Background: an optimization exercise with open tools, aiming at small area. Do not read the settings as production practice.
In this exercise RTL edits were held to simulation tests only and were not proved equivalent to the original.

==> design.v <==
`timescale 1ns/1ps
package ddr_traffic_pkg;
  localparam int BANK_BITS  = 2;
  localparam int ROW_BITS   = 13;
  localparam int COL_BITS   = 9;
  localparam int DATA_BYTES = 16;
  localparam int DATA_BITS  = DATA_BYTES * 8;
  localparam int ADDR_STEP = 4;
  typedef struct packed {
    logic [BANK_BITS-1:0] bank;
    logic [ROW_BITS-1:0]  row;
    logic [COL_BITS-1:0]  col;
  } mem_addr_t;
  typedef logic [DATA_BITS-1:0]  data_word_t;
  typedef logic [DATA_BYTES-1:0] byte_en_t;
  typedef enum logic [1:0] {
    idle,
    seq_addr,
    dm_pin,
    addr_pin
  } test_mode_t;
endpackage
`timescale 1ns/1ps
module ddr_lfsr8 (
  input  logic                      clk,
  input  logic                      reset_n,
  input  logic                      local_wdata_req,
  input  logic                      local_rdata_valid,
  input  logic                      dm_mode,
  input  logic                      reset_data,
  input  logic                      reset_be,
  output ddr_traffic_pkg::byte_en_t be
);
  logic       all_ones;
  logic [3:0] lane;
  logic       be_step;
  assign be_step = dm_mode && ((local_wdata_req && !reset_data) || local_rdata_valid);
  always_ff @(posedge clk or negedge reset_n)
  begin
    if (!reset_n)
      all_ones <= 1'b1;
    else if (reset_be)
      all_ones <= 1'b0;
    else if (!be_step && (!dm_mode || reset_data))
      all_ones <= 1'b1;
  end
  always_ff @(posedge clk)
  begin
    if (reset_be)
      lane <= '0;
    else if (be_step)
      lane <= lane + 4'd1;
  end
  always_comb
  begin
    for (int i = 0; i < ddr_traffic_pkg::DATA_BYTES; i++)
      be[i] = all_ones || (lane == 4'(i));
  end
endmodule
`timescale 1ns/1ps
module ddr_test_sequencer (
  input  logic                        clk,
  input  logic                        reset_n,
  input  logic                        local_ready,
  input  logic                        local_wdata_req,
  input  logic                        local_rdata_valid,
  input  logic                        reached_max,
  output logic                        write_req,
  output logic                        read_req,
  output logic                        reset_address,
  output logic                        reset_be,
  output logic                        reset_data,
  output logic                        dgen_load,
  output logic                        first_write,
  output logic                        active,
  output ddr_traffic_pkg::test_mode_t test,
  output logic                        test_complete
);
  typedef enum logic [3:0] {
    s_start      = 4'b0000,   
    s_start_done = 4'b0001,   
    s_select0    = 4'b0010,   
    s_select1    = 4'b0011,   
    s_zero_w1    = 4'b0100,
    s_zero_write = 4'b0101,
    s_write1     = 4'b0110,   
    s_write      = 4'b0111,
    s_zero_drain = 4'b1100,
    s_reload     = 4'b1101,
    s_wdrain1    = 4'b1000,
    s_wdrain     = 4'b1001,
    s_complete   = 4'b1010,
    s_rdrain     = 4'b1011,
    s_read1      = 4'b1110,
    s_read       = 4'b1111
  } seq_state_t;
  seq_state_t state;
  logic [6:0] remaining;
  logic       accept;
  logic       strobe;
  logic       read_phase;
  logic       drained;
  assign write_req     = (state == s_zero_w1) || (state == s_zero_write) ||
                         (state == s_write1) || (state == s_write);
  assign read_req      = (state == s_read1) || (state == s_read);
  assign reset_data    = (state == s_zero_w1) || (state == s_zero_write) ||
                         (state == s_zero_drain) || (state == s_reload);
  assign first_write   = (state == s_zero_w1) || (state == s_write1);
  assign reset_address = (state == s_select1) || (state == s_reload) ||
                         (state == s_wdrain1) || (state == s_complete);
  assign reset_be      = (state == s_reload) || (state == s_read1);
  assign dgen_load     = (state == s_reload) || (state == s_read1) || (state == s_complete);
  assign active        = !((state == s_start) || (state == s_start_done) || (state == s_select0) ||
                           (state == s_select1) || (state == s_complete));
  assign test_complete = (state == s_start_done);
  assign read_phase    = (state == s_read1) || (state == s_read) || (state == s_rdrain);
  assign accept  = (write_req | read_req) & local_ready;
  assign strobe  = read_phase ? local_rdata_valid : local_wdata_req;
  assign drained = (remaining == '0);
  always_ff @(posedge clk or negedge reset_n)
  begin
    if (!reset_n)
      remaining <= '0;
    else if ((state == s_select0) || (state == s_select1))
      remaining <= '0;
    else if (accept && !strobe)
      remaining <= remaining + 7'd1;
    else if (!accept && strobe && !drained)
      remaining <= remaining - 7'd1;
  end
  always_ff @(posedge clk or negedge reset_n)
  begin
    if (!reset_n)
    begin
      state <= s_start;
      test  <= ddr_traffic_pkg::seq_addr;
    end
    else
    begin
      case (state)
        s_start, s_start_done:
          state <= s_select0;
        s_select0:
        begin
          test  <= ddr_traffic_pkg::seq_addr;
          state <= s_write1;
        end
        s_select1:
        begin
          if (test == ddr_traffic_pkg::seq_addr)
          begin
            test  <= ddr_traffic_pkg::dm_pin;
            state <= s_zero_w1;
          end
          else
          begin
            test  <= ddr_traffic_pkg::addr_pin;
            state <= s_write1;
          end
        end
        s_zero_w1:
          state <= s_zero_write;
        s_zero_write:
          if (accept && reached_max)
            state <= s_zero_drain;
        s_zero_drain:
          if (drained)
            state <= s_reload;
        s_reload:
          state <= s_write;
        s_write1:
          state <= s_write;
        s_write:
          if (accept && reached_max)
            state <= s_wdrain1;
        s_wdrain1, s_wdrain:
          state <= drained ? s_read1 : s_wdrain;
        s_read1:
          state <= s_read;
        s_read:
          if (accept && reached_max)
            state <= s_rdrain;
        s_rdrain:
          if (drained)
            state <= (test == ddr_traffic_pkg::addr_pin) ? s_complete : s_select1;
        s_complete:
          state <= s_start_done;
        default:
          state <= s_start;
      endcase
    end
  end
endmodule
`timescale 1ns/1ps
module ddr_addr_gen #(
  parameter int MAX_ROW  = 3,
  parameter int MAX_COL  = 16,
  parameter int MAX_BANK = 3
) (
  input  logic                        clk,
  input  logic                        reset_n,
  input  logic                        local_ready,
  input  logic                        write_req,
  input  logic                        read_req,
  input  logic                        active,
  input  logic                        reset_address,
  input  ddr_traffic_pkg::test_mode_t test,
  output ddr_traffic_pkg::mem_addr_t  addr,
  output logic                        reached_max
);
  logic [1:0] bank;
  logic [4:0] pos;       
  logic [4:0] step;      
  logic       walk;
  logic       advance;
  logic [12:0] walk_row;
  logic [6:0]  walk_col;
  assign walk    = test[1];    
  assign advance = local_ready && (write_req || read_req) && active;
  assign step    = {pos[2:0], bank};
  assign reached_max = walk ? (step >= 5'd27) : (pos == 5'b11100) && (bank == 2'd3);
  always_comb
  begin
    for (int i = 0; i < 13; i++)
      walk_row[i] = (step == 5'(i + 1)) || ((step >= 5'd14) && (step != 5'(i + 14)));
    for (int m = 0; m < 7; m++)
      walk_col[m] = (step == 5'(m + 1)) || ((m + 8 <= 13) && (step == 5'(m + 8))) ||
                    ((step >= 5'd14) && (step != 5'(m + 14)) && !((m + 21 <= 26) && (step == 5'(m + 21))));
  end
  assign addr.bank = bank;
  assign addr.row  = walk ? walk_row : {11'd0, pos[4:3]};
  assign addr.col  = walk ? {walk_col, 2'b00} : {4'd0, pos[2:0], 2'b00};
  always_ff @(posedge clk or negedge reset_n)
  begin
    if (!reset_n)
    begin
      bank <= '0;
      pos  <= '0;
    end
    else if (reset_address)
    begin
      bank <= '0;
      pos  <= '0;
    end
    else if (advance)
    begin
      if (walk)
        {pos[2:0], bank} <= step + 5'd1;
      else if (pos[2:0] == 3'd4)
      begin
        pos[2:0] <= '0;
        pos[4:3] <= pos[4:3] + 2'd1;
        if (pos[4:3] == 2'd3)
          bank <= bank + 2'd1;
      end
      else
        pos[2:0] <= pos[2:0] + 3'd1;
    end
  end
endmodule
`timescale 1ns/1ps
module ddr_data_gen (
  input  logic                        clk,
  input  logic                        reset_n,
  input  logic                        local_wdata_req,
  input  logic                        local_rdata_valid,
  input  logic                        reset_data,
  input  logic                        dgen_load,
  input  logic                        first_write,
  output ddr_traffic_pkg::data_word_t wdata,
  output ddr_traffic_pkg::data_word_t expected
);
  logic [7:0] s;
  logic [7:0] ldata;
  logic       feedback;
  assign feedback = s[7] ^ s[5] ^ s[4] ^ s[3];
  always_ff @(posedge clk or negedge reset_n)
  begin
    if (!reset_n)
      s <= 8'd1;
    else if (dgen_load)
      s <= ldata;
    else if (!reset_data && (local_wdata_req || local_rdata_valid))
      s <= {s[6:0], feedback};
  end
  always_ff @(posedge clk)
  begin
    if (first_write)
      ldata <= s;
  end
  logic x0;
  logic x1;
  logic x2;
  logic x3;
  logic x4;
  logic x5;
  logic x6;
  logic x7;
  logic x8;
  logic x9;
  logic x10;
  logic x11;
  logic x12;
  logic x13;
  logic x14;
  logic x15;
  logic x16;
  logic x17;
  logic x18;
  logic x19;
  logic x20;
  logic x21;
  logic x22;
  logic x23;
  logic x24;
  logic x25;
  logic x26;
  logic x27;
  logic x28;
  logic x29;
  logic x30;
  logic x31;
  logic x32;
  logic x33;
  logic x34;
  logic x35;
  logic x36;
  logic x37;
  logic x38;
  logic x39;
  logic x40;
  logic x41;
  logic x42;
  logic x43;
  logic x44;
  logic x45;
  logic x46;
  logic x47;
  logic x48;
  logic x49;
  logic x50;
  logic x51;
  logic x52;
  logic x53;
  logic x54;
  logic x55;
  logic x56;
  logic x57;
  logic x58;
  logic x59;
  logic x60;
  logic x61;
  logic x62;
  logic x63;
  logic x64;
  logic x65;
  logic x66;
  logic x67;
  logic x68;
  logic x69;
  logic x70;
  logic x71;
  logic x72;
  logic x73;
  logic x74;
  logic x75;
  logic x76;
  logic x77;
  logic x78;
  logic x79;
  logic x80;
  logic x81;
  logic x82;
  logic x83;
  logic x84;
  logic x85;
  logic x86;
  logic x87;
  logic x88;
  logic x89;
  logic x90;
  logic x91;
  logic x92;
  logic x93;
  logic x94;
  logic x95;
  logic x96;
  logic x97;
  logic x98;
  logic x99;
  logic x100;
  logic x101;
  logic x102;
  logic x103;
  logic x104;
  logic x105;
  logic x106;
  logic x107;
  logic x108;
  logic x109;
  logic x110;
  logic x111;
  logic x112;
  logic x113;
  assign x0 = s[0] ^ s[2];
  assign x1 = s[1] ^ x0;
  assign x2 = s[1] ^ s[3];
  assign x3 = x0 ^ s[3];
  assign x4 = s[2] ^ x2;
  assign x5 = x0 ^ x2;
  assign x6 = s[2] ^ s[4];
  assign x7 = x1 ^ x6;
  assign x8 = s[0] ^ x6;
  assign x9 = s[1] ^ x8;
  assign x10 = x3 ^ x6;
  assign x11 = x2 ^ s[4];
  assign x12 = s[0] ^ x11;
  assign x13 = s[3] ^ x6;
  assign x14 = x2 ^ x6;
  assign x15 = s[0] ^ x14;
  assign x16 = x0 ^ s[5];
  assign x17 = s[3] ^ s[5];
  assign x18 = x4 ^ x17;
  assign x19 = x0 ^ x18;
  assign x20 = s[1] ^ x17;
  assign x21 = x0 ^ x17;
  assign x22 = s[2] ^ x20;
  assign x23 = x6 ^ s[5];
  assign x24 = s[1] ^ x23;
  assign x25 = x11 ^ x21;
  assign x26 = s[4] ^ x17;
  assign x27 = x5 ^ x23;
  assign x28 = x6 ^ x17;
  assign x29 = s[0] ^ x28;
  assign x30 = s[1] ^ x28;
  assign x31 = x1 ^ x26;
  assign x32 = s[0] ^ s[6];
  assign x33 = s[1] ^ x32;
  assign x34 = x0 ^ x33;
  assign x35 = x2 ^ s[6];
  assign x36 = x2 ^ x32;
  assign x37 = x1 ^ x36;
  assign x38 = s[4] ^ x33;
  assign x39 = x6 ^ s[6];
  assign x40 = x6 ^ x33;
  assign x41 = x3 ^ x39;
  assign x42 = s[4] ^ x35;
  assign x43 = s[3] ^ x39;
  assign x44 = x13 ^ x32;
  assign x45 = x6 ^ x36;
  assign x46 = x17 ^ s[6];
  assign x47 = s[5] ^ x36;
  assign x48 = s[2] ^ x46;
  assign x49 = x16 ^ x36;
  assign x50 = x1 ^ x46;
  assign x51 = x12 ^ x47;
  assign x52 = x16 ^ x39;
  assign x53 = x23 ^ x32;
  assign x54 = x14 ^ x46;
  assign x55 = s[4] ^ x46;
  assign x56 = s[1] ^ x55;
  assign x57 = x26 ^ x33;
  assign x58 = x20 ^ x39;
  assign x59 = x23 ^ x36;
  assign x60 = s[1] ^ s[7];
  assign x61 = x0 ^ s[7];
  assign x62 = s[2] ^ x60;
  assign x63 = x0 ^ x60;
  assign x64 = x2 ^ x62;
  assign x65 = s[3] ^ x61;
  assign x66 = x6 ^ x63;
  assign x67 = x6 ^ s[7];
  assign x68 = x6 ^ x60;
  assign x69 = s[0] ^ x68;
  assign x70 = x4 ^ x68;
  assign x71 = x3 ^ x67;
  assign x72 = x11 ^ x63;
  assign x73 = s[5] ^ x61;
  assign x74 = s[5] ^ x62;
  assign x75 = s[5] ^ x63;
  assign x76 = x4 ^ x75;
  assign x77 = x17 ^ x62;
  assign x78 = x16 ^ x67;
  assign x79 = x23 ^ x62;
  assign x80 = x16 ^ x68;
  assign x81 = s[5] ^ x67;
  assign x82 = s[0] ^ x81;
  assign x83 = s[2] ^ x80;
  assign x84 = x26 ^ s[7];
  assign x85 = x26 ^ x60;
  assign x86 = x21 ^ x68;
  assign x87 = x17 ^ x68;
  assign x88 = x26 ^ x63;
  assign x89 = x32 ^ s[7];
  assign x90 = s[2] ^ x89;
  assign x91 = s[3] ^ x89;
  assign x92 = x2 ^ x89;
  assign x93 = x35 ^ x63;
  assign x94 = x8 ^ x90;
  assign x95 = s[6] ^ x68;
  assign x96 = s[6] ^ x70;
  assign x97 = x35 ^ x68;
  assign x98 = x13 ^ x89;
  assign x99 = x35 ^ x67;
  assign x100 = x16 ^ x90;
  assign x101 = s[5] ^ x89;
  assign x102 = x23 ^ x95;
  assign x103 = s[1] ^ x101;
  assign x104 = s[6] ^ x75;
  assign x105 = x46 ^ x60;
  assign x106 = x20 ^ x89;
  assign x107 = x21 ^ x89;
  assign x108 = s[4] ^ x101;
  assign x109 = s[6] ^ x81;
  assign x110 = s[5] ^ x95;
  assign x111 = s[4] ^ x106;
  assign x112 = x46 ^ x67;
  assign x113 = x46 ^ x68;
  assign expected[7:0] = {s[7], s[6], s[5], s[4], s[3], s[2], s[1], s[0]};
  assign expected[15:8] = {x94, x46, x23, x11, x3, x87, x45, x69};
  assign expected[23:16] = {x17, x6, x2, x0, x85, x44, x68, x36};
  assign expected[31:24] = {x55, x28, x14, x5, x88, x104, x92, x98};
  assign expected[39:32] = {x39, x20, x8, x79, x41, x67, x35, x16};
  assign expected[47:40] = {x64, x34, x19, x76, x107, x54, x27, x73};
  assign expected[55:48] = {x112, x58, x31, x75, x106, x93, x99, x50};
  assign expected[63:56] = {s[1], s[0], x84, x43, x22, x9, x80, x101};
  assign expected[71:64] = {x105, x53, x60, x32, x70, x37, x18, x7};
  assign expected[79:72] = {x85, x44, x68, x36, x72, x110, x57, x61};
  assign expected[87:80] = {x62, x33, x71, x109, x56, x29, x74, x38};
  assign expected[95:88] = {x95, x47, x65, x113, x59, x63, x111, x90};
  assign expected[103:96] = {x30, x15, x83, x103, x91, x97, x49, x25};
  assign expected[111:104] = {x78, x100, x51, x26, x13, x4, x1, x86};
  assign expected[119:112] = {x89, x96, x48, x24, x12, x82, x102, x52};
  assign expected[127:120] = {x10, x81, x42, x21, x77, x40, x66, x108};
  assign wdata = reset_data ? '0 : expected;
endmodule
`timescale 1ns/1ps
module ddr_read_checker (
  input  logic                        clk,
  input  logic                        reset_n,
  input  logic                        local_rdata_valid,
  input  ddr_traffic_pkg::data_word_t local_rdata,
  input  ddr_traffic_pkg::data_word_t expected,
  input  ddr_traffic_pkg::byte_en_t   be,
  output ddr_traffic_pkg::byte_en_t   pnf_per_byte,
  output logic                        pnf_persist
);
  ddr_traffic_pkg::byte_en_t compare;
  ddr_traffic_pkg::byte_en_t compare_reg;
  ddr_traffic_pkg::byte_en_t compare_valid;
  logic     last_rdata_valid;
  logic     rdata_seen;
  logic     rdata_seen_d1;
  logic     rdata_seen_d2;
  logic     persist_pre;
  logic     persist_hold;
  always_comb
  begin
    for (int lane = 0; lane < ddr_traffic_pkg::DATA_BYTES; lane++)
      compare[lane] = ((expected[8*lane +: 8] & {8{be[lane]}}) == local_rdata[8*lane +: 8]);
  end
  assign persist_hold = rdata_seen_d2 ? persist_pre : 1'b1;
  always_ff @(posedge clk)
    compare_reg <= compare;
  always_ff @(posedge clk or negedge reset_n)
  begin
    if (!reset_n)
    begin
      compare_valid    <= '1;
      pnf_per_byte     <= '1;
      last_rdata_valid <= 1'b0;
      rdata_seen       <= 1'b0;
      rdata_seen_d1    <= 1'b0;
      rdata_seen_d2    <= 1'b0;
      persist_pre      <= 1'b0;
      pnf_persist      <= 1'b0;
    end
    else
    begin
      last_rdata_valid <= local_rdata_valid;
      if (local_rdata_valid)
        rdata_seen <= 1'b1;
      rdata_seen_d1 <= rdata_seen;
      rdata_seen_d2 <= rdata_seen_d1;
      if (last_rdata_valid)
        compare_valid <= compare_reg;
      persist_pre  <= (&compare_valid) && rdata_seen_d1 && persist_hold;
      pnf_per_byte <= compare_valid;
      pnf_persist  <= persist_pre;
    end
  end
endmodule
`timescale 1ns/1ps
module ddr_traffic_driver #(
  parameter int MAX_ROW  = 3,
  parameter int MAX_COL  = 16,
  parameter int MAX_BANK = 3
) (
  input  logic                        clk,
  input  logic                        reset_n,
  input  logic                        local_ready,
  input  logic                        local_wdata_req,
  input  logic                        local_rdata_valid,
  input  ddr_traffic_pkg::data_word_t local_rdata,
  output ddr_traffic_pkg::mem_addr_t  local_addr,
  output logic                        local_write_req,
  output logic                        local_read_req,
  output ddr_traffic_pkg::data_word_t local_wdata,
  output ddr_traffic_pkg::byte_en_t   local_be,
  output ddr_traffic_pkg::byte_en_t   pnf_per_byte,
  output logic                        pnf_persist,
  output logic                        test_complete,
  output logic [7:0]                  test_status
);
  logic                        reached_max;
  logic                        reset_address;
  logic                        reset_be;
  logic                        reset_data;
  logic                        dgen_load;
  logic                        first_write;
  logic                        active;
  ddr_traffic_pkg::test_mode_t test;
  logic                        dm_mode;
  ddr_traffic_pkg::data_word_t expected;
  assign dm_mode     = active && (test == ddr_traffic_pkg::dm_pin);
  assign test_status = {test_complete, 3'b000, active && (test == ddr_traffic_pkg::addr_pin),
                        dm_mode, 1'b0, active && (test == ddr_traffic_pkg::seq_addr)};
  ddr_test_sequencer u_sequencer (
    .clk               (clk),
    .reset_n           (reset_n),
    .local_ready       (local_ready),
    .local_wdata_req   (local_wdata_req),
    .local_rdata_valid (local_rdata_valid),
    .reached_max       (reached_max),
    .write_req         (local_write_req),
    .read_req          (local_read_req),
    .reset_address     (reset_address),
    .reset_be          (reset_be),
    .reset_data        (reset_data),
    .dgen_load         (dgen_load),
    .first_write       (first_write),
    .active            (active),
    .test              (test),
    .test_complete     (test_complete)
  );
  ddr_addr_gen #(
    .MAX_ROW  (MAX_ROW),
    .MAX_COL  (MAX_COL),
    .MAX_BANK (MAX_BANK)
  ) u_addr_gen (
    .clk           (clk),
    .reset_n       (reset_n),
    .local_ready   (local_ready),
    .write_req     (local_write_req),
    .read_req      (local_read_req),
    .active        (active),
    .reset_address (reset_address),
    .test          (test),
    .addr          (local_addr),
    .reached_max   (reached_max)
  );
  ddr_data_gen u_data_gen (
    .clk               (clk),
    .reset_n           (reset_n),
    .local_wdata_req   (local_wdata_req),
    .local_rdata_valid (local_rdata_valid),
    .reset_data        (reset_data),
    .dgen_load         (dgen_load),
    .first_write       (first_write),
    .wdata             (local_wdata),
    .expected          (expected)
  );
  ddr_lfsr8 u_be_gen (
    .clk               (clk),
    .reset_n           (reset_n),
    .local_wdata_req   (local_wdata_req),
    .local_rdata_valid (local_rdata_valid),
    .dm_mode           (dm_mode),
    .reset_data        (reset_data),
    .reset_be          (reset_be),
    .be                (local_be)
  );
  ddr_read_checker u_read_checker (
    .clk               (clk),
    .reset_n           (reset_n),
    .local_rdata_valid (local_rdata_valid),
    .local_rdata       (local_rdata),
    .expected          (expected),
    .be                (local_be),
    .pnf_per_byte      (pnf_per_byte),
    .pnf_persist       (pnf_persist)
  );
endmodule
==> flow/run.sh <==
#!/bin/bash
# The standard layout with two changes: synthesis maps the logic with an area-oriented ABC
# script (flow/abc_map.script), and the port buffers use the smallest buffer.
set -euo pipefail
export MY_ABC_SCRIPT="$PWD/flow/abc_map.script"
export BUFFER_PORTS_ARGS="-buffer_cell sky130_fd_sc_hd__buf_1"
bash standard.sh "SYNTH_SCRIPT=$PWD/flow/synth.tcl" finish > standard.log 2>&1
==> flow/abc_map.script <==
strash
&get -n
&dch -f
&nf -R 1000
&put
topo
==> flow/synth.tcl <==
# The standard flow's synthesis script (synth_recipe.tcl), with an area-oriented ABC script for the
# technology mapping of the logic between the registers
proc synth {args} { yosys synth -nofsm -noshare {*}$args }
proc abc {args} {
  set i [lsearch -exact $args -script]
  if {$i >= 0} { set args [lreplace $args $i [expr {$i + 1}] -script $::env(MY_ABC_SCRIPT)] }
  yosys abc {*}$args
}
source $::env(SCRIPTS_DIR)/synth.tcl
# left out here: clear keep_hierarchy, flatten, clean up, hide names made inside functions, write 1_2_yosys.v
==> standard.sh <==
#!/bin/bash
# synth_recipe.tcl (not shown) runs the flow's synth.tcl, then flattens the netlist and writes it again
# the make line also repeats each setting of config.mk as NAME=value (left out here)
make -C /OpenROAD-flow-scripts/flow DESIGN_CONFIG=/design/flow/config.mk WORK_HOME=/design/flow/orfs CLKGATE_MAP_FILE= SYNTH_SCRIPT=/design/flow/synth_recipe.tcl "${@:-finish}"
==> config.mk <==
export PLATFORM = sky130hd
export DESIGN_NAME = ddr_traffic_driver
export DESIGN_NICKNAME = ddr_traffic_driver
export VERILOG_FILES = /design/flow/design.v
export SDC_FILE = /design/flow/constraint.sdc
export NUM_CORES = 4
export LEC_CHECK = 0
export ABC_AREA = 1
export CAP_MARGIN = 20
export CORE_MARGIN = 2
export CORE_UTILIZATION = 55
export CTS_BUF_LIST = sky130_fd_sc_hd__clkbuf_8 sky130_fd_sc_hd__clkbuf_4
export SLEW_MARGIN = 20
==> constraint.sdc <==
create_clock -name core_clock -period 5.0 [get_ports {clk}]
set_input_delay 1.0000 -clock core_clock [delete_from_list [all_inputs] [get_ports {clk}]]
set_output_delay 1.0000 -clock core_clock [all_outputs]
set_load 0.01 [all_outputs]
==> impl_results.html, run 1 <==
<table>
<tr><th>Metric</th><th>Value</th></tr>
<tr><th colspan="2">GRT</th></tr>
<tr><td>GRT Overall Usage</td><td>36.9%</td></tr>
<tr><td>Initial antenna violation count</td><td>1</td></tr>
<tr><td>Global-route wire length before repair</td><td>42000 um</td></tr>
<tr><td>Total grt overflow</td><td>0</td></tr>
<tr><td>Largest net degree at the start of global routing</td><td>45</td></tr>
<tr><td>Vias in the first global route</td><td>7582</td></tr>
<tr><th colspan="2">Flow run</th></tr>
<tr><td>Count of maximum capacitance violations</td><td>0</td></tr>
<tr><th colspan="2">Worst setup path</th></tr>
<tr><td>Crit path arrival time</td><td>3.54 ns</td></tr>
<tr><td>Nature of the critical path endpoint</td><td>primary output</td></tr>
<tr><td>Worst Path Required</td><td>4.00 ns</td></tr>
<tr><td>Worst Reg-to-Reg Cells</td><td>7</td></tr>
<tr><td>Setup CP Type</td><td>register to primary output</td></tr>
<tr><td>Setup crit start kind</td><td>register</td></tr>
<tr><td>Critical path fanouts, max</td><td>15</td></tr>
<tr><th colspan="2">Synthesis</th></tr>
<tr><td>Register bit total from synthesis</td><td>95</td></tr>
<tr><td>Sequential area share after synthesis</td><td>30.1%</td></tr>
<tr><td>Dominant register cell in the synthesized netlist</td><td>sky130_fd_sc_hd__dfstp_2</td></tr>
<tr><td>Library cell occupying the most area in the post-synthesis netlist</td><td>sky130_fd_sc_hd__xnor2_1</td></tr>
<tr><td>Cell with the most instances after synthesis</td><td>sky130_fd_sc_hd__nor2_1</td></tr>
<tr><td>Count of synthesis-stage warnings from yosys</td><td>5</td></tr>
<tr><td>Post-synth design cell area</td><td>7850 um2</td></tr>
<tr><td>Per-instance average area after synthesis</td><td>8.04 um2</td></tr>
<tr><td>Unique masters post-synth</td><td>52</td></tr>
<tr><td>Instance count of the mapped netlist</td><td>976</td></tr>
<tr><td>EDFF count, synth</td><td>8</td></tr>
<tr><td>Portion of synthesized cell area occupied by the leading cell type</td><td>14.7%</td></tr>
<tr><td>Share of flip-flops with an asynchronous set or reset after synthesis</td><td>70.5%</td></tr>
<tr><td>Most numerous cell types in the synthesized netlist</td><td>255 x sky130_fd_sc_hd__nor2_1, 132 x sky130_fd_sc_hd__xnor2_1, 103 x sky130_fd_sc_hd__xor2_1, 51 x sky130_fd_sc_hd__nand2_1, 41 x sky130_fd_sc_hd__a21oi_1</td></tr>
<tr><td>Synth top area cells</td><td>sky130_fd_sc_hd__xnor2_1 15%, sky130_fd_sc_hd__nor2_1 12%, sky130_fd_sc_hd__dfstp_2 12%</td></tr>
<tr><th colspan="2">Placed design</th></tr>
<tr><td>Input/output buffers</td><td>322</td></tr>
<tr><td>Placer congestion estimate</td><td>0.995</td></tr>
<tr><td>Post-DP HPWL</td><td>22600 um</td></tr>
<tr><td>Cell Count Post-Placement</td><td>1495</td></tr>
<tr><th colspan="2">Routing</th></tr>
<tr><td>DRC Markers</td><td>0</td></tr>
<tr><td>First-iteration detailed-routing DRC count</td><td>918</td></tr>
<tr><td>Metal2 WL</td><td>13700 um</td></tr>
<tr><td>Average routed wire per standard cell</td><td>19.1 um</td></tr>
<tr><td>Wire length on met1</td><td>11900 um</td></tr>
<tr><td>Via count normalized by instance count</td><td>5.67</td></tr>
<tr><td>Total detailed-routing wirelength</td><td>28900 um</td></tr>
<tr><td>WL met3</td><td>2580 um</td></tr>
<tr><td>Top layer in use</td><td>met4</td></tr>
<tr><td>Drt first pass iters</td><td>6</td></tr>
<tr><td>Antenna-violating nets left</td><td>0</td></tr>
<tr><td>Vias post-DR</td><td>8567</td></tr>
<tr><th colspan="2">CTS</th></tr>
<tr><td>Count of buffers added by post-CTS timing repair for setup</td><td>0</td></tr>
<tr><td>Maximum root-to-sink buffer count</td><td>2</td></tr>
<tr><td>CTS root buf</td><td>sky130_fd_sc_hd__clkbuf_8</td></tr>
<tr><td>TritonCTS clock tree</td><td>built</td></tr>
<tr><td>Cells resized by post-CTS repair</td><td>0</td></tr>
<tr><td>Maximum level of the CTS H-tree</td><td>3</td></tr>
<tr><td>Clk pin slew, worst setup/hold paths</td><td>0.10 ns</td></tr>
<tr><td>TritonCTS buffer count</td><td>9</td></tr>
<tr><td>Skew-Pair Late Insertion Delay</td><td>0.39 ns</td></tr>
<tr><td>Number of hold buffers added after CTS</td><td>0</td></tr>
<tr><td>Clk sinks</td><td>95</td></tr>
<tr><th colspan="2">Die</th></tr>
<tr><td>Num rows</td><td>43</td></tr>
<tr><td>Total Die Area</td><td>15200 um2</td></tr>
<tr><td>Placeable Area</td><td>13900 um2</td></tr>
<tr><td>Num ports</td><td>329</td></tr>
<tr><td>Width of the chip</td><td>123 um</td></tr>
<tr><td>Initial core utilization</td><td>56.3%</td></tr>
<tr><td>Die Y-Extent</td><td>123 um</td></tr>
<tr><th colspan="2">STA</th></tr>
<tr><td>Clk_skew</td><td>0.0121 ns</td></tr>
<tr><td>Endpoints failing hold</td><td>0</td></tr>
<tr><td>Number of failing setup endpoints in the final timing report</td><td>0</td></tr>
<tr><td>Remaining max-slew budget at the tightest pin</td><td>22.5%</td></tr>
<tr><td>Number of pins exceeding their max-slew limit in the final report</td><td>0</td></tr>
<tr><td>Crit share post-route</td><td>90.9%</td></tr>
<tr><td>Minimum clock period after layout</td><td>4.54 ns</td></tr>
<tr><td>Worst Hold Margin</td><td>0.369 ns</td></tr>
<tr><td>Post-Route Setup TNS</td><td>0 ns</td></tr>
<tr><td>Slew @ Worst Pin</td><td>1.16 ns</td></tr>
<tr><td>Achievable clock frequency</td><td>220 MHz</td></tr>
<tr><td>Unrepaired setup endpoints after global routing</td><td>false</td></tr>
<tr><th colspan="2">Status</th></tr>
<tr><td>Outcome</td><td>timing/DRC/antenna clean</td></tr>
<tr><th colspan="2">Worst hold path</th></tr>
<tr><td>Worst Hold Path Cells</td><td>0</td></tr>
<tr><td>Tightest Hold Check Type</td><td>register to register</td></tr>
<tr><th colspan="2">Final layout</th></tr>
<tr><td>Fraction of final layout cells sized beyond drive strength 1</td><td>6.39%</td></tr>
<tr><td>Total number of nets in the final design</td><td>1480</td></tr>
<tr><td>Layout Area Growth over Synthesis</td><td>22.6%</td></tr>
<tr><td>Filler cells</td><td>1252</td></tr>
<tr><td>Final Non-Filler Cells</td><td>1512</td></tr>
</table>
[worst max-delay path: stages (launching register included)]
cell                      delay (ns)
sky130_fd_sc_hd__dfrtp_1        0.92
sky130_fd_sc_hd__xnor2_1        0.45
sky130_fd_sc_hd__xnor2_2        0.84
sky130_fd_sc_hd__xor2_1         0.47
sky130_fd_sc_hd__xor2_1         0.26
sky130_fd_sc_hd__nor2_1         0.07
sky130_fd_sc_hd__buf_1          0.15
[cells by family (layout without fill, tap and decap cells)]
logic type                 after synthesis  count (layout)  synth area share (%)
other                                    1               7                0.0478
DFF                                     95              95                  30.1
buffers and inverters                   44             394                  2.82
xor gates and xnor gates               235             235                  26.2
and+or+nand+nor                        418             418                  23.0
AOI/OAI and AO/OA                      144             144                  11.8
adders and majority gates               21              21                  3.44
muxes                                   18              18                  2.55
[placed cells by master (no fill, tap or decap), types with 9 or more instances in the layout]
cell type                  instances
sky130_fd_sc_hd__buf_4            27
sky130_fd_sc_hd__a31oi_1          12
sky130_fd_sc_hd__nor2b_1          15
sky130_fd_sc_hd__and3_1           11
sky130_fd_sc_hd__dfstp_2          35
sky130_fd_sc_hd__a21oi_1          41
sky130_fd_sc_hd__ha_1             20
sky130_fd_sc_hd__clkbuf_8          9
sky130_fd_sc_hd__dfxtp_1          20
sky130_fd_sc_hd__nor3_1           24
sky130_fd_sc_hd__nor4_1            9
sky130_fd_sc_hd__xnor2_1         129
sky130_fd_sc_hd__xor2_1          102
sky130_fd_sc_hd__mux2_1           16
sky130_fd_sc_hd__nand2_1          51
sky130_fd_sc_hd__o21ai_0          35
sky130_fd_sc_hd__buf_1           321
sky130_fd_sc_hd__nor2_1          255
sky130_fd_sc_hd__dfrtp_1          32
sky130_fd_sc_hd__nand3_1          18
sky130_fd_sc_hd__nand4_1          18
sky130_fd_sc_hd__clkinv_1         29
[layer usage]
metal,global-route usage (%),up-vias
li1,-,4000
met2,58.4,487
met5,0,-
met3,7.10,56
met4,12.1,0
met1,50.6,4024
[metrics by stage]
stage                     cell area [um2]  worst slack (ns)  util, %
after floorplan                      7870             0.476        -
after CTS                            9610             0.427     69.0
final                                9620             0.455     69.0
after detailed placement             9430             0.851     67.6
after global placement               9430             0.989     67.6
after global routing                 9620             0.310     69.0
[worst paths after layout]
check / startpoint / end / slack, ns
min reg2reg: u_read_checker.compare_valid[12] / u_read_checker.pnf_per_byte[12] / 0.37
max: u_data_gen.s[1] / local_wdata[74] / 0.46
max in group asynchronous: reset_n / u_read_checker.compare_valid[8] / 3.44
max reg2reg: u_data_gen.s[1] / u_read_checker.compare_reg[3] / 1.20
min: u_read_checker.compare_valid[12] / u_read_checker.pnf_per_byte[12] / 0.37
min in group asynchronous: reset_n / u_sequencer.remaining[0] / 0.61
[final cells by class]
type                    count  area, um2  share of cell area, %
repair buffers            349       1410                   14.7
diodes                      1       2.50                 0.0260
multi-input cells         842       5330                   55.4
well taps                 180        225                   2.34
clock inverters             7       61.3                  0.637
clock buffers               9        124                   1.29
flip-flops and latches     95       2360                   24.5
inverters                  29        109                   1.13
==> run 2: changes to the inputs <==
--- a/config.mk
+++ b/config.mk
@@ -7,7 +7,7 @@
 export LEC_CHECK = 0
 export ABC_AREA = 1
-export CAP_MARGIN = 20
+export CAP_MARGIN = 0
 export CORE_MARGIN = 2
-export CORE_UTILIZATION = 55
+export CORE_UTILIZATION = 70
 export CTS_BUF_LIST = sky130_fd_sc_hd__clkbuf_8 sky130_fd_sc_hd__clkbuf_4
-export SLEW_MARGIN = 20
+export SLEW_MARGIN = 0
==> impl_results.html, run 2 <==
<table>
<tr><th>Metric</th><th>Value</th></tr>
<tr><th colspan="2">Status</th></tr>
<tr><td>Outcome</td><td>timing/DRC/antenna clean (unchanged)</td></tr>
<tr><th colspan="2">Worst setup path</th></tr>
<tr><td>Worst Reg-to-Reg Cells</td><td>12 (was 7)</td></tr>
<tr><td>Worst Path Required</td><td>4.00 ns (about the same)</td></tr>
<tr><td>R2R Setup Slk</td><td>1.20 ns (about the same)</td></tr>
<tr><td>Capturing point of the worst reg2reg path</td><td>u_sequencer.remaining[6] (was u_read_checker.compare_reg[3])</td></tr>
<tr><td>Crit path arrival time</td><td>3.64 ns (was 3.54 ns)</td></tr>
<tr><td>Nature of the critical path endpoint</td><td>primary output (unchanged)</td></tr>
<tr><td>Reg-to-Reg Start</td><td>u_sequencer.state[1] (was u_data_gen.s[1])</td></tr>
<tr><td>Setup CP Type</td><td>register to primary output (unchanged)</td></tr>
<tr><td>Setup crit start kind</td><td>register (unchanged)</td></tr>
<tr><td>Critical path launch point</td><td>u_data_gen.s[2] (was u_data_gen.s[1])</td></tr>
<tr><td>Critical path fanouts, max</td><td>13 (was 15)</td></tr>
<tr><th colspan="2">Die</th></tr>
<tr><td>Total Die Area</td><td>12100 um2 (was 15200 um2)</td></tr>
<tr><td>Num rows</td><td>38 (was 43)</td></tr>
<tr><td>Width of the chip</td><td>110 um (was 123 um)</td></tr>
<tr><td>Num ports</td><td>329 (unchanged)</td></tr>
<tr><td>Placeable Area</td><td>10900 um2 (was 13900 um2)</td></tr>
<tr><td>Initial core utilization</td><td>72.1% (was 56.3%)</td></tr>
<tr><td>Die Y-Extent</td><td>110 um (was 123 um)</td></tr>
<tr><th colspan="2">CTS</th></tr>
<tr><td>Number of hold buffers added after CTS</td><td>0 (unchanged)</td></tr>
<tr><td>TritonCTS clock tree</td><td>built (unchanged)</td></tr>
<tr><td>Cells resized by post-CTS repair</td><td>0 (unchanged)</td></tr>
<tr><td>Clk sinks</td><td>95 (unchanged)</td></tr>
<tr><td>Skew-Pair Late Insertion Delay</td><td>0.38 ns (was 0.39 ns)</td></tr>
<tr><td>CTS root buf</td><td>sky130_fd_sc_hd__clkbuf_8 (unchanged)</td></tr>
<tr><td>Maximum level of the CTS H-tree</td><td>3 (unchanged)</td></tr>
<tr><td>Count of buffers added by post-CTS timing repair for setup</td><td>0 (unchanged)</td></tr>
<tr><td>TritonCTS buffer count</td><td>9 (unchanged)</td></tr>
<tr><td>Maximum root-to-sink buffer count</td><td>2 (unchanged)</td></tr>
<tr><td>Clk pin slew, worst setup/hold paths</td><td>0.10 ns (about the same)</td></tr>
<tr><th colspan="2">Routing</th></tr>
<tr><td>DRC Markers</td><td>0 (unchanged)</td></tr>
<tr><td>Vias post-DR</td><td>9263 (was 8567)</td></tr>
<tr><td>Top layer in use</td><td>met4 (unchanged)</td></tr>
<tr><td>Wire length on met1</td><td>10400 um (was 11900 um)</td></tr>
<tr><td>Total detailed-routing wirelength</td><td>30400 um (was 28900 um)</td></tr>
<tr><td>Metal2 WL</td><td>13700 um (about the same)</td></tr>
<tr><td>Drt first pass iters</td><td>8 (was 6)</td></tr>
<tr><td>WL met3</td><td>4170 um (was 2580 um)</td></tr>
<tr><td>First-iteration detailed-routing DRC count</td><td>1469 (was 918)</td></tr>
<tr><td>Average routed wire per standard cell</td><td>20.7 um (was 19.1 um)</td></tr>
<tr><td>Via count normalized by instance count</td><td>6.30 (was 5.67)</td></tr>
<tr><td>Antenna-violating nets left</td><td>0 (unchanged)</td></tr>
<tr><th colspan="2">Final layout</th></tr>
<tr><td>Summed area of non-filler cells in the final layout</td><td>9560 um2 (was 9620 um2)</td></tr>
<tr><td>Filler cells</td><td>613 (was 1252)</td></tr>
<tr><td>Layout Area Growth over Synthesis</td><td>21.8% (was 22.6%)</td></tr>
<tr><td>Fraction of final layout cells sized beyond drive strength 1</td><td>6.17% (was 6.39%)</td></tr>
<tr><td>Total number of nets in the final design</td><td>1478 (was 1480)</td></tr>
<tr><td>Most frequent standard cell in the layout excluding fill and tap cells</td><td>sky130_fd_sc_hd__buf_1 (unchanged)</td></tr>
<tr><td>Most frequent cells in the layout</td><td>321 x sky130_fd_sc_hd__buf_1, 255 x sky130_fd_sc_hd__nor2_1, 129 x sky130_fd_sc_hd__xnor2_1 (unchanged)</td></tr>
<tr><th colspan="2">GRT</th></tr>
<tr><td>Global-route wire length before repair</td><td>44500 um (was 42000 um)</td></tr>
<tr><td>Vias in the first global route</td><td>8446 (was 7582)</td></tr>
<tr><td>Total grt overflow</td><td>0 (unchanged)</td></tr>
<tr><td>Initial antenna violation count</td><td>2 (was 1)</td></tr>
<tr><td>Largest net degree at the start of global routing</td><td>90 (was 45)</td></tr>
<tr><td>GRT Overall Usage</td><td>49.0% (was 36.9%)</td></tr>
<tr><th colspan="2">Synthesis</th></tr>
<tr><td>Portion of synthesized cell area occupied by the leading cell type</td><td>14.7% (unchanged)</td></tr>
<tr><td>Instance count of the mapped netlist</td><td>976 (unchanged)</td></tr>
<tr><td>EDFF count, synth</td><td>8 (unchanged)</td></tr>
<tr><td>Most numerous cell types in the synthesized netlist</td><td>255 x sky130_fd_sc_hd__nor2_1, 132 x sky130_fd_sc_hd__xnor2_1, 103 x sky130_fd_sc_hd__xor2_1, 51 x sky130_fd_sc_hd__nand2_1, 41 x sky130_fd_sc_hd__a21oi_1 (unchanged)</td></tr>
<tr><td>Unique masters post-synth</td><td>52 (unchanged)</td></tr>
<tr><td>Library cell occupying the most area in the post-synthesis netlist</td><td>sky130_fd_sc_hd__xnor2_1 (unchanged)</td></tr>
<tr><td>Per-instance average area after synthesis</td><td>8.04 um2 (unchanged)</td></tr>
<tr><td>Post-synth design cell area</td><td>7850 um2 (unchanged)</td></tr>
<tr><td>Multiplexer fraction of the synthesized cell area</td><td>2.55% (unchanged)</td></tr>
<tr><td>Fraction of the mapped netlist area in compound gates</td><td>11.8% (unchanged)</td></tr>
<tr><td>Cell with the most instances after synthesis</td><td>sky130_fd_sc_hd__nor2_1 (unchanged)</td></tr>
<tr><td>Xor-xnor portion of the synthesized cell area</td><td>26.2% (unchanged)</td></tr>
<tr><td>Post-Synth Adder-Cell Area</td><td>3.44% (unchanged)</td></tr>
<tr><td>Area share of and/or/nand/nor cells after synthesis</td><td>23.0% (unchanged)</td></tr>
<tr><td>Share of flip-flops with an asynchronous set or reset after synthesis</td><td>70.5% (unchanged)</td></tr>
<tr><td>Sequential area share after synthesis</td><td>30.1% (unchanged)</td></tr>
<tr><td>Synth top area cells</td><td>sky130_fd_sc_hd__xnor2_1 15%, sky130_fd_sc_hd__nor2_1 12%, sky130_fd_sc_hd__dfstp_2 12% (unchanged)</td></tr>
<tr><td>Count of synthesis-stage warnings from yosys</td><td>5 (unchanged)</td></tr>
<tr><td>Dominant combinational cell family by area after synthesis</td><td>XOR/XNOR gates (unchanged)</td></tr>
<tr><td>Dominant register cell in the synthesized netlist</td><td>sky130_fd_sc_hd__dfstp_2 (unchanged)</td></tr>
<tr><td>Register bit total from synthesis</td><td>95 (unchanged)</td></tr>
<tr><th colspan="2">Placed design</th></tr>
<tr><td>Pre-CTS setup slack</td><td>1.01 ns (was 0.851 ns)</td></tr>
<tr><td>Placer congestion estimate</td><td>1.00 (was 0.995)</td></tr>
<tr><td>Input/output buffers</td><td>322 (unchanged)</td></tr>
<tr><td>Area post-placement</td><td>9370 um2 (was 9430 um2)</td></tr>
<tr><td>Post-DP HPWL</td><td>23100 um (was 22600 um)</td></tr>
<tr><th colspan="2">STA</th></tr>
<tr><td>Crit share post-route</td><td>92.7% (was 90.9%)</td></tr>
<tr><td>Number of failing setup endpoints in the final timing report</td><td>0 (unchanged)</td></tr>
<tr><td>Achievable clock frequency</td><td>216 MHz (was 220 MHz)</td></tr>
<tr><td>Clk_skew</td><td>0.0177 ns (was 0.0121 ns)</td></tr>
<tr><td>Setup slack of the critical path after layout</td><td>0.364 ns (was 0.455 ns)</td></tr>
<tr><td>Endpoints failing hold</td><td>0 (unchanged)</td></tr>
<tr><td>Unrepaired setup endpoints after global routing</td><td>false (unchanged)</td></tr>
<tr><td>Minimum clock period after layout</td><td>4.64 ns (was 4.54 ns)</td></tr>
<tr><td>Number of pins exceeding their max-slew limit in the final report</td><td>0 (unchanged)</td></tr>
<tr><td>Post-Route Setup TNS</td><td>0 ns (unchanged)</td></tr>
<tr><td>Remaining max-slew budget at the tightest pin</td><td>18.0% (was 22.5%)</td></tr>
<tr><td>Slew @ Worst Pin</td><td>1.23 ns (was 1.16 ns)</td></tr>
<tr><th colspan="2">Worst hold path</th></tr>
<tr><td>Worst Hold Path Cells</td><td>0 (unchanged)</td></tr>
<tr><td>Tightest Hold Check Type</td><td>register to register (unchanged)</td></tr>
<tr><td>Worst Min Path Start</td><td>u_read_checker.compare_valid[5] (was u_read_checker.compare_valid[12])</td></tr>
<tr><td>Worst hold endpoint</td><td>u_read_checker.pnf_per_byte[5] (was u_read_checker.pnf_per_byte[12])</td></tr>
<tr><th colspan="2">Flow run</th></tr>
<tr><td>Count of maximum capacitance violations</td><td>0 (unchanged)</td></tr>
</table>
run 2: cell counts after synthesis:
Identical to the previous run, type by type.
run 2: layout make-up:
cell class                      count  area, um2  area share, %
Multi-Input combinational cell    842       5320           55.7
Sequential cell                    95       2360           24.7
Antenna cell                        1       2.50         0.0262
Inverter                           29        109           1.14
Timing Repair Buffer              347       1410           14.8
Clock inverter                      6       48.8          0.511
Tap cell                          140        175           1.83
Clock buffer                       10        131           1.37
run 2: worst max-delay path by stage:
stage	endpoint	depth (start not counted)
2_1_floorplan	local_wdata[76]	3
3_3_place_gp	local_wdata[36]	6
3_5_place_dp	local_wdata[36]	6
4_1_cts	local_wdata[36]	6
5_1_grt	local_wdata[36]	6
6_report	local_wdata[36]	6
run 2: stage by stage:
| stage | instances | utilization (%) | hold slack (ns) |
|---|---|---|---|
| global route | 1470 | 87.8 | 0.383 |
| floorplan | 981 | - | 0.347 |
| CTS | 1469 | 87.7 | 0.380 |
| finish | 1470 | 87.8 | 0.384 |
| global placement | 1453 | 86.1 | 0.362 |
| detailed placement | 1453 | 86.1 | 0.367 |
run 2: worst max-delay path, cell delays in order, from the launching register on:
cell                      delay (ns)
sky130_fd_sc_hd__dfrtp_1        0.64
sky130_fd_sc_hd__xnor2_2        0.67
sky130_fd_sc_hd__buf_4          0.30
sky130_fd_sc_hd__xor2_1         0.85
sky130_fd_sc_hd__xnor2_1        0.24
sky130_fd_sc_hd__nor2_1         0.35
sky130_fd_sc_hd__buf_1          0.20
run 2: cell families after synthesis:
family          after synthesis
compound gates              144
xor+xnor                    235
fa+ha+maj                    21
buf+inv                      44
flops                        95
mux                          18
other cells                   1
simple gates                418
run 2: per-layer routing:
metal,track usage [%],vias up
met2,73.7,849
met5,3.57,-
met3,16.9,225
li1,-,3988
met1,59.5,4201
met4,30.8,0
==> run 3: changes to the inputs <==
--- a/config.mk
+++ b/config.mk
@@ -9,5 +9,6 @@
 export CAP_MARGIN = 0
 export CORE_MARGIN = 2
-export CORE_UTILIZATION = 70
+export CORE_UTILIZATION = 55
 export CTS_BUF_LIST = sky130_fd_sc_hd__clkbuf_8 sky130_fd_sc_hd__clkbuf_4
+export GPL_TIMING_DRIVEN = 0
 export SLEW_MARGIN = 0
==> impl_results.html, run 3 <==
<table>
<tr><th>Metric</th><th>Value</th></tr>
<tr><th colspan="2">Worst setup path</th></tr>
<tr><td>Worst Path Required</td><td>4.00 ns (about the same)</td></tr>
<tr><td>Worst Reg-to-Reg Cells</td><td>7 (was 12)</td></tr>
<tr><td>Crit path arrival time</td><td>3.74 ns (was 3.64 ns)</td></tr>
<tr><td>Setup crit start kind</td><td>register (unchanged)</td></tr>
<tr><td>Setup CP Type</td><td>register to primary output (unchanged)</td></tr>
<tr><td>Nature of the critical path endpoint</td><td>primary output (unchanged)</td></tr>
<tr><td>Critical path fanouts, max</td><td>14 (was 13)</td></tr>
<tr><th colspan="2">Synthesis</th></tr>
<tr><td>Dominant register cell in the synthesized netlist</td><td>sky130_fd_sc_hd__dfstp_2 (unchanged)</td></tr>
<tr><td>Register bit total from synthesis</td><td>95 (unchanged)</td></tr>
<tr><td>Instance count of the mapped netlist</td><td>976 (unchanged)</td></tr>
<tr><td>Share of flip-flops with an asynchronous set or reset after synthesis</td><td>70.5% (unchanged)</td></tr>
<tr><td>Synth top area cells</td><td>sky130_fd_sc_hd__xnor2_1 15%, sky130_fd_sc_hd__nor2_1 12%, sky130_fd_sc_hd__dfstp_2 12% (unchanged)</td></tr>
<tr><td>Count of synthesis-stage warnings from yosys</td><td>5 (unchanged)</td></tr>
<tr><td>Cell with the most instances after synthesis</td><td>sky130_fd_sc_hd__nor2_1 (unchanged)</td></tr>
<tr><td>EDFF count, synth</td><td>8 (unchanged)</td></tr>
<tr><td>Post-synth design cell area</td><td>7850 um2 (unchanged)</td></tr>
<tr><td>Sequential area share after synthesis</td><td>30.1% (unchanged)</td></tr>
<tr><td>Unique masters post-synth</td><td>52 (unchanged)</td></tr>
<tr><td>Library cell occupying the most area in the post-synthesis netlist</td><td>sky130_fd_sc_hd__xnor2_1 (unchanged)</td></tr>
<tr><td>Portion of synthesized cell area occupied by the leading cell type</td><td>14.7% (unchanged)</td></tr>
<tr><td>Most numerous cell types in the synthesized netlist</td><td>255 x sky130_fd_sc_hd__nor2_1, 132 x sky130_fd_sc_hd__xnor2_1, 103 x sky130_fd_sc_hd__xor2_1, 51 x sky130_fd_sc_hd__nand2_1, 41 x sky130_fd_sc_hd__a21oi_1 (unchanged)</td></tr>
<tr><td>Per-instance average area after synthesis</td><td>8.04 um2 (unchanged)</td></tr>
<tr><th colspan="2">Die</th></tr>
<tr><td>Num ports</td><td>329 (unchanged)</td></tr>
<tr><td>Die Y-Extent</td><td>123 um (was 110 um)</td></tr>
<tr><td>Width of the chip</td><td>123 um (was 110 um)</td></tr>
<tr><td>Total Die Area</td><td>15200 um2 (was 12100 um2)</td></tr>
<tr><td>Num rows</td><td>43 (was 38)</td></tr>
<tr><td>Placeable Area</td><td>13900 um2 (was 10900 um2)</td></tr>
<tr><td>Initial core utilization</td><td>56.3% (was 72.1%)</td></tr>
<tr><th colspan="2">GRT</th></tr>
<tr><td>Global-route wire length before repair</td><td>41100 um (was 44500 um)</td></tr>
<tr><td>Largest net degree at the start of global routing</td><td>44 (was 90)</td></tr>
<tr><td>Total grt overflow</td><td>0 (unchanged)</td></tr>
<tr><td>GRT Overall Usage</td><td>35.6% (was 49.0%)</td></tr>
<tr><td>Initial antenna violation count</td><td>0 (was 2)</td></tr>
<tr><td>Vias in the first global route</td><td>7503 (was 8446)</td></tr>
<tr><th colspan="2">STA</th></tr>
<tr><td>Achievable clock frequency</td><td>211 MHz (was 216 MHz)</td></tr>
<tr><td>Clk_skew</td><td>0.0154 ns (was 0.0177 ns)</td></tr>
<tr><td>Endpoints failing hold</td><td>0 (unchanged)</td></tr>
<tr><td>Minimum clock period after layout</td><td>4.74 ns (was 4.64 ns)</td></tr>
<tr><td>Remaining max-slew budget at the tightest pin</td><td>7.84% (was 18.0%)</td></tr>
<tr><td>Crit share post-route</td><td>94.7% (was 92.7%)</td></tr>
<tr><td>Post-Route Setup TNS</td><td>0 ns (unchanged)</td></tr>
<tr><td>Setup slack of the critical path after layout</td><td>0.263 ns (was 0.364 ns)</td></tr>
<tr><td>Worst Hold Margin</td><td>0.367 ns (was 0.384 ns)</td></tr>
<tr><td>Number of pins exceeding their max-slew limit in the final report</td><td>0 (unchanged)</td></tr>
<tr><td>Unrepaired setup endpoints after global routing</td><td>false (unchanged)</td></tr>
<tr><td>Slew @ Worst Pin</td><td>1.37 ns (was 1.23 ns)</td></tr>
<tr><td>Number of failing setup endpoints in the final timing report</td><td>0 (unchanged)</td></tr>
<tr><th colspan="2">Final layout</th></tr>
<tr><td>Summed area of non-filler cells in the final layout</td><td>9680 um2 (was 9560 um2)</td></tr>
<tr><td>Total number of nets in the final design</td><td>1475 (was 1478)</td></tr>
<tr><td>Most frequent cells in the layout</td><td>321 x sky130_fd_sc_hd__buf_1, 255 x sky130_fd_sc_hd__nor2_1, 128 x sky130_fd_sc_hd__xnor2_1 (was 321 x sky130_fd_sc_hd__buf_1, 255 x sky130_fd_sc_hd__nor2_1, 129 x sky130_fd_sc_hd__xnor2_1)</td></tr>
<tr><td>Fraction of final layout cells sized beyond drive strength 1</td><td>6.33% (was 6.17%)</td></tr>
<tr><td>Layout Area Growth over Synthesis</td><td>23.3% (was 21.8%)</td></tr>
<tr><td>Antenna diode count</td><td>0 (was 1)</td></tr>
<tr><td>Most frequent standard cell in the layout excluding fill and tap cells</td><td>sky130_fd_sc_hd__buf_1 (unchanged)</td></tr>
<tr><td>Final cell utilization of the core</td><td>69.4% (was 87.8%)</td></tr>
<tr><th colspan="2">CTS</th></tr>
<tr><td>Count of buffers added by post-CTS timing repair for setup</td><td>0 (unchanged)</td></tr>
<tr><td>Skew-Pair Late Insertion Delay</td><td>0.36 ns (was 0.38 ns)</td></tr>
<tr><td>TritonCTS buffer count</td><td>9 (unchanged)</td></tr>
<tr><td>Maximum level of the CTS H-tree</td><td>3 (unchanged)</td></tr>
<tr><td>Clk pin slew, worst setup/hold paths</td><td>0.10 ns (about the same)</td></tr>
<tr><td>TritonCTS clock tree</td><td>built (unchanged)</td></tr>
<tr><td>Clk sinks</td><td>95 (unchanged)</td></tr>
<tr><td>Maximum root-to-sink buffer count</td><td>2 (unchanged)</td></tr>
<tr><td>CTS root buf</td><td>sky130_fd_sc_hd__clkbuf_8 (unchanged)</td></tr>
<tr><th colspan="2">Routing</th></tr>
<tr><td>Average routed wire per standard cell</td><td>18.7 um (was 20.7 um)</td></tr>
<tr><td>First-iteration detailed-routing DRC count</td><td>850 (was 1469)</td></tr>
<tr><td>Antenna-violating nets left</td><td>0 (unchanged)</td></tr>
<tr><td>Drt first pass iters</td><td>6 (was 8)</td></tr>
<tr><td>Total detailed-routing wirelength</td><td>28100 um (was 30400 um)</td></tr>
<tr><td>DRC Markers</td><td>0 (unchanged)</td></tr>
<tr><td>Vias post-DR</td><td>8513 (was 9263)</td></tr>
<tr><td>Via count normalized by instance count</td><td>5.65 (was 6.30)</td></tr>
<tr><th colspan="2">Placed design</th></tr>
<tr><td>Placer congestion estimate</td><td>0.970 (was 1.00)</td></tr>
<tr><td>Area post-placement</td><td>9460 um2 (was 9370 um2)</td></tr>
<tr><td>Input/output buffers</td><td>322 (unchanged)</td></tr>
<tr><td>Pre-CTS setup slack</td><td>-0.0843 ns (was 1.01 ns)</td></tr>
<tr><td>Post-DP HPWL</td><td>21900 um (was 23100 um)</td></tr>
<tr><th colspan="2">Worst hold path</th></tr>
<tr><td>Tightest Hold Check Type</td><td>register to register (unchanged)</td></tr>
<tr><td>Worst Hold Path Cells</td><td>0 (unchanged)</td></tr>
<tr><th colspan="2">Status</th></tr>
<tr><td>Outcome</td><td>timing/DRC/antenna clean (unchanged)</td></tr>
<tr><th colspan="2">Flow run</th></tr>
<tr><td>Count of maximum capacitance violations</td><td>0 (unchanged)</td></tr>
</table>
run 3: cell counts after synthesis:
Identical to the previous run, type by type.
run 3: repair_timing:
| item | 4_1_cts | 5_1_grt |
|---|---|---|
| gates resized for setup | 3 | 1 |
| hold endpoints to repair | 0 | 0 |
| hold buffers | 0 | 0 |
| setup endpoints to repair | 10 | 4 |
run 3: worst paths after layout:
check	to	start	slack, ns
worst min register to register	u_read_checker.pnf_per_byte[13]	u_read_checker.compare_valid[13]	0.37
worst max register to register	u_read_checker.compare_reg[5]	u_data_gen.s[6]	1.12
worst max-delay path	local_wdata[15]	u_data_gen.s[6]	0.26
min in group asynchronous	u_addr_gen.bank[1]	reset_n	0.65
worst min-delay path	u_read_checker.pnf_per_byte[13]	u_read_checker.compare_valid[13]	0.37
max in group asynchronous	u_read_checker.compare_valid[13]	reset_n	3.63
run 3: layout make-up:
class                           instances  area [um2]
Inverter                               29         109
Sequential cell                        95        2360
Tap cell                              180         225
Fill cell                            1277        4260
Buffer                                 15         113
Clock buffer                            9         124
Timing Repair Buffer                  329        1330
Clock inverter                          7        65.1
Multi-Input combinational cell        842        5350
run 3: critical path: stages, from the launching register on:
cell and delay (ns):
sky130_fd_sc_hd__dfrtp_1 0.71, sky130_fd_sc_hd__xnor2_1 0.84, sky130_fd_sc_hd__xor2_2 0.81, sky130_fd_sc_hd__xor2_1 0.48
sky130_fd_sc_hd__xnor2_1 0.18, sky130_fd_sc_hd__nor2_1 0.14, sky130_fd_sc_hd__buf_1 0.21
run 3: cell families after synthesis:
family / after synthesis / share of synthesized area (%)
AO/OA/AOI/OAI: 144 / 11.8
XOR/XNOR: 235 / 26.2
adder cells (fa/ha/maj): 21 / 3.44
buffers and inverters: 44 / 2.82
flip-flops: 95 / 30.1
multiplexers: 18 / 2.55
other: 1 / 0.0478
AND/OR/NAND/NOR: 418 / 23.0
run 3: layer usage:
layer,vias to the layer above,share of wire (%),global-route usage (%)
li1,3988,-,-
met1,4014,42,49.6
met2,449,46,55.7
met3,62,8.4,6.55
met4,0,3.2,12.1
met5,-,0,0
run 3: stage by stage:
step                      std cells
final                          1506
after global routing           1506
after CTS                      1506
after detailed placement       1490
after global placement         1483
after floorplan                 981
==> run 4: changes to the inputs <==
==> flow/run.sh (replaced) <==
#!/bin/bash
# The standard layout, with the smallest buffer for the port buffers.
set -euo pipefail
export BUFFER_PORTS_ARGS="-buffer_cell sky130_fd_sc_hd__buf_1"
bash standard.sh > standard.log 2>&1
--- a/config.mk
+++ b/config.mk
@@ -7,8 +7,7 @@
 export LEC_CHECK = 0
 export ABC_AREA = 1
-export CAP_MARGIN = 0
+export CAP_MARGIN = 20
 export CORE_MARGIN = 2
 export CORE_UTILIZATION = 55
 export CTS_BUF_LIST = sky130_fd_sc_hd__clkbuf_8 sky130_fd_sc_hd__clkbuf_4
-export GPL_TIMING_DRIVEN = 0
-export SLEW_MARGIN = 0
+export SLEW_MARGIN = 20
removed: flow/abc_map.script
removed: flow/synth.tcl
==> impl_results.html, run 4 <==
<table>
<tr><th>Metric</th><th>Value</th></tr>
<tr><th colspan="2">Flow run</th></tr>
<tr><td>Count of maximum capacitance violations</td><td>0 (unchanged)</td></tr>
<tr><th colspan="2">Synthesis</th></tr>
<tr><td>Cell with the most instances after synthesis</td><td>sky130_fd_sc_hd__nand2_1 (was sky130_fd_sc_hd__nor2_1)</td></tr>
<tr><td>Unique masters post-synth</td><td>54 (was 52)</td></tr>
<tr><td>Post-synth design cell area</td><td>9820 um2 (was 7850 um2)</td></tr>
<tr><td>Multiplexer fraction of the synthesized cell area</td><td>1.38% (was 2.55%)</td></tr>
<tr><td>Sequential area share after synthesis</td><td>24.0% (was 30.1%)</td></tr>
<tr><td>Per-instance average area after synthesis</td><td>6.19 um2 (was 8.04 um2)</td></tr>
<tr><td>Share of flip-flops with an asynchronous set or reset after synthesis</td><td>70.5% (unchanged)</td></tr>
<tr><th colspan="2">Final layout</th></tr>
<tr><td>Layout Area Growth over Synthesis</td><td>14.8% (was 23.3%)</td></tr>
<tr><td>Most frequent cells in the layout</td><td>519 x sky130_fd_sc_hd__nand2_1, 321 x sky130_fd_sc_hd__buf_1, 190 x sky130_fd_sc_hd__nor2_1 (was 321 x sky130_fd_sc_hd__buf_1, 255 x sky130_fd_sc_hd__nor2_1, 128 x sky130_fd_sc_hd__xnor2_1)</td></tr>
<tr><td>Total number of nets in the final design</td><td>2024 (was 1475)</td></tr>
<tr><td>Most frequent standard cell in the layout excluding fill and tap cells</td><td>sky130_fd_sc_hd__nand2_1 (was sky130_fd_sc_hd__buf_1)</td></tr>
<tr><th colspan="2">CTS</th></tr>
<tr><td>TritonCTS buffer count</td><td>9 (unchanged)</td></tr>
<tr><td>TritonCTS clock tree</td><td>built (unchanged)</td></tr>
<tr><td>CTS root buf</td><td>sky130_fd_sc_hd__clkbuf_8 (unchanged)</td></tr>
<tr><td>Cells resized by post-CTS repair</td><td>0 (was 3)</td></tr>
<tr><td>Maximum root-to-sink buffer count</td><td>2 (unchanged)</td></tr>
<tr><td>Skew-Pair Late Insertion Delay</td><td>0.39 ns (was 0.36 ns)</td></tr>
<tr><th colspan="2">Die</th></tr>
<tr><td>Die Y-Extent</td><td>138 um (was 123 um)</td></tr>
<tr><td>Width of the chip</td><td>138 um (was 123 um)</td></tr>
<tr><th colspan="2">Routing</th></tr>
<tr><td>Vias post-DR</td><td>11893 (was 8513)</td></tr>
<tr><td>Antenna-violating nets left</td><td>0 (unchanged)</td></tr>
<tr><td>First-iteration detailed-routing DRC count</td><td>1335 (was 850)</td></tr>
<tr><th colspan="2">Status</th></tr>
<tr><td>Outcome</td><td>timing/DRC/antenna clean (unchanged)</td></tr>
<tr><th colspan="2">Worst setup path</th></tr>
<tr><td>Critical path fanouts, max</td><td>13 (was 14)</td></tr>
<tr><td>Setup CP Type</td><td>register to primary output (unchanged)</td></tr>
<tr><th colspan="2">Placed design</th></tr>
<tr><td>Placer congestion estimate</td><td>1.04 (was 0.970)</td></tr>
<tr><th colspan="2">Worst hold path</th></tr>
<tr><td>Tightest Hold Check Type</td><td>register to register (unchanged)</td></tr>
<tr><th colspan="2">STA</th></tr>
<tr><td>Endpoints failing hold</td><td>0 (unchanged)</td></tr>
<tr><td>Remaining max-slew budget at the tightest pin</td><td>28.7% (was 7.84%)</td></tr>
<tr><td>Unrepaired setup endpoints after global routing</td><td>false (unchanged)</td></tr>
<tr><th colspan="2">GRT</th></tr>
<tr><td>Largest net degree at the start of global routing</td><td>63 (was 44)</td></tr>
<tr><td>Global-route wire length before repair</td><td>57100 um (was 41100 um)</td></tr>
</table>
[run 4: cell types whose count changed after synthesis, moves of 22 or more]
cell and change:
sky130_fd_sc_hd__nand3b_1 +31, sky130_fd_sc_hd__xnor2_1 -93, sky130_fd_sc_hd__inv_1 +149, sky130_fd_sc_hd__clkinv_1 -26, sky130_fd_sc_hd__nand3_1 +122, sky130_fd_sc_hd__nor2_1 -64
sky130_fd_sc_hd__nand2_2 +34, sky130_fd_sc_hd__nand2_1 +468, sky130_fd_sc_hd__clkbuf_1 +22, sky130_fd_sc_hd__xor2_1 -61
[run 4: stage by stage]
step | cells | area [um2] | util [%] | worst slack, ns | hold WS (ns)
final | 2103 | 11300 | 64.9 | 0.487 | 0.369
after global routing | 2102 | 11300 | 64.9 | 0.487 | 0.371
after CTS | 2100 | 11300 | 64.9 | 0.683 | 0.369
after detailed placement | 2084 | 11100 | 63.7 | 1.09 | 0.353
after global placement | 2084 | 11100 | 63.7 | 1.13 | 0.356
after floorplan | 1591 | 9840 | - | 2.20 | 0.346
[run 4: final cells by class]
type | instances | area, um2
sequential | 95 | 2360
clock inverter | 7 | 86.3
inverter | 169 | 637
multi-input combinational | 1256 | 6420
antenna | 3 | 7.51
timing repair buffer | 339 | 1350
tap | 225 | 282
clock buffer | 9 | 124
fill | 1752 | 6090
[run 4: path summary, 6_finish.rpt]
kind / to / startpoint / slack, ns
max in group asynchronous: u_read_checker.pnf_per_byte[5] / reset_n / 3.39
worst min-delay path: u_read_checker.pnf_per_byte[1] / u_read_checker.compare_valid[1] / 0.37
min in group asynchronous: u_addr_gen.pos[3] / reset_n / 0.63
worst max register to register: u_read_checker.compare_reg[8] / u_data_gen.s[5] / 1.42
worst min register to register: u_read_checker.pnf_per_byte[1] / u_read_checker.compare_valid[1] / 0.37
worst max-delay path: local_wdata[89] / u_data_gen.s[5] / 0.49
[run 4: routing by layer]
layer / wire length, um / part of all wire, % / up-vias / track usage [%]
met1: 15100 / 39 / 5394 / 52.0
met5: 0 / 0 / - / 0
met4: 1870 / 4.8 / 0 / 17.9
met2: 17600 / 45 / 748 / 63.5
met3: 4390 / 11 / 142 / 8.20
li1: - / - / 5609 / -
[run 4: kinds of logic (layout without fill, tap and decap cells)]
logic type      after synthesis  in the layout
other cells                   1              9
mux                          12             12
compound gates              151            151
fa+ha+maj                    21             21
buf+inv                     240            524
simple gates                978            978
xor+xnor                     88             88
flops                        95             95
[run 4: worst max-delay path: stages, from the launching register on]
cell                      delay [ns]
sky130_fd_sc_hd__dfrtp_1        0.80
sky130_fd_sc_hd__inv_1          0.56
sky130_fd_sc_hd__nand2_1        0.19
sky130_fd_sc_hd__nand2_2        0.26
sky130_fd_sc_hd__nand2_1        0.16
sky130_fd_sc_hd__nand2_1        0.22
sky130_fd_sc_hd__nand2_1        0.18
sky130_fd_sc_hd__nand2_1        0.13
sky130_fd_sc_hd__nand2_1        0.18
sky130_fd_sc_hd__nand2_1        0.07
sky130_fd_sc_hd__nor2_1         0.16
sky130_fd_sc_hd__buf_1          0.17

## afterwards: timing with drivers on the ports
How much do the figures lean on ideal ports? The routed layouts below were timed once more, with nothing changed but the port constraints. Step 1 sets driving cells, clkbuf_16 on the clock port and buf_2 on the other inputs (assumed; they add their load-dependent delay and slew). Step 2 times the ports against the registers' clock, not the clock port: input delays grow and output delays shrink by t, the midpoint of the rising clock arrivals with the driver on. a / b / c = ideal ports / drivers / drivers and shift; a / b = the first two.
| run | t, ns | setup slack, ns | worst hold slack (ns) |
|---|---|---|---|
| run 1 | 0.421 | 0.455 / 0.416 / 0.837 | 0.369 / 0.369 / 0.369 |
| run 2 | 0.413 | 0.364 / 0.324 / 0.737 | 0.384 / 0.384 / 0.384 |
| run 3 | 0.396 | 0.263 / 0.224 / 0.620 | 0.367 / 0.367 / 0.367 |
| run 4 | 0.425 | 0.487 / 0.443 / 0.869 | 0.369 / 0.369 / 0.369 |
After both steps every run listed still meets setup and hold.
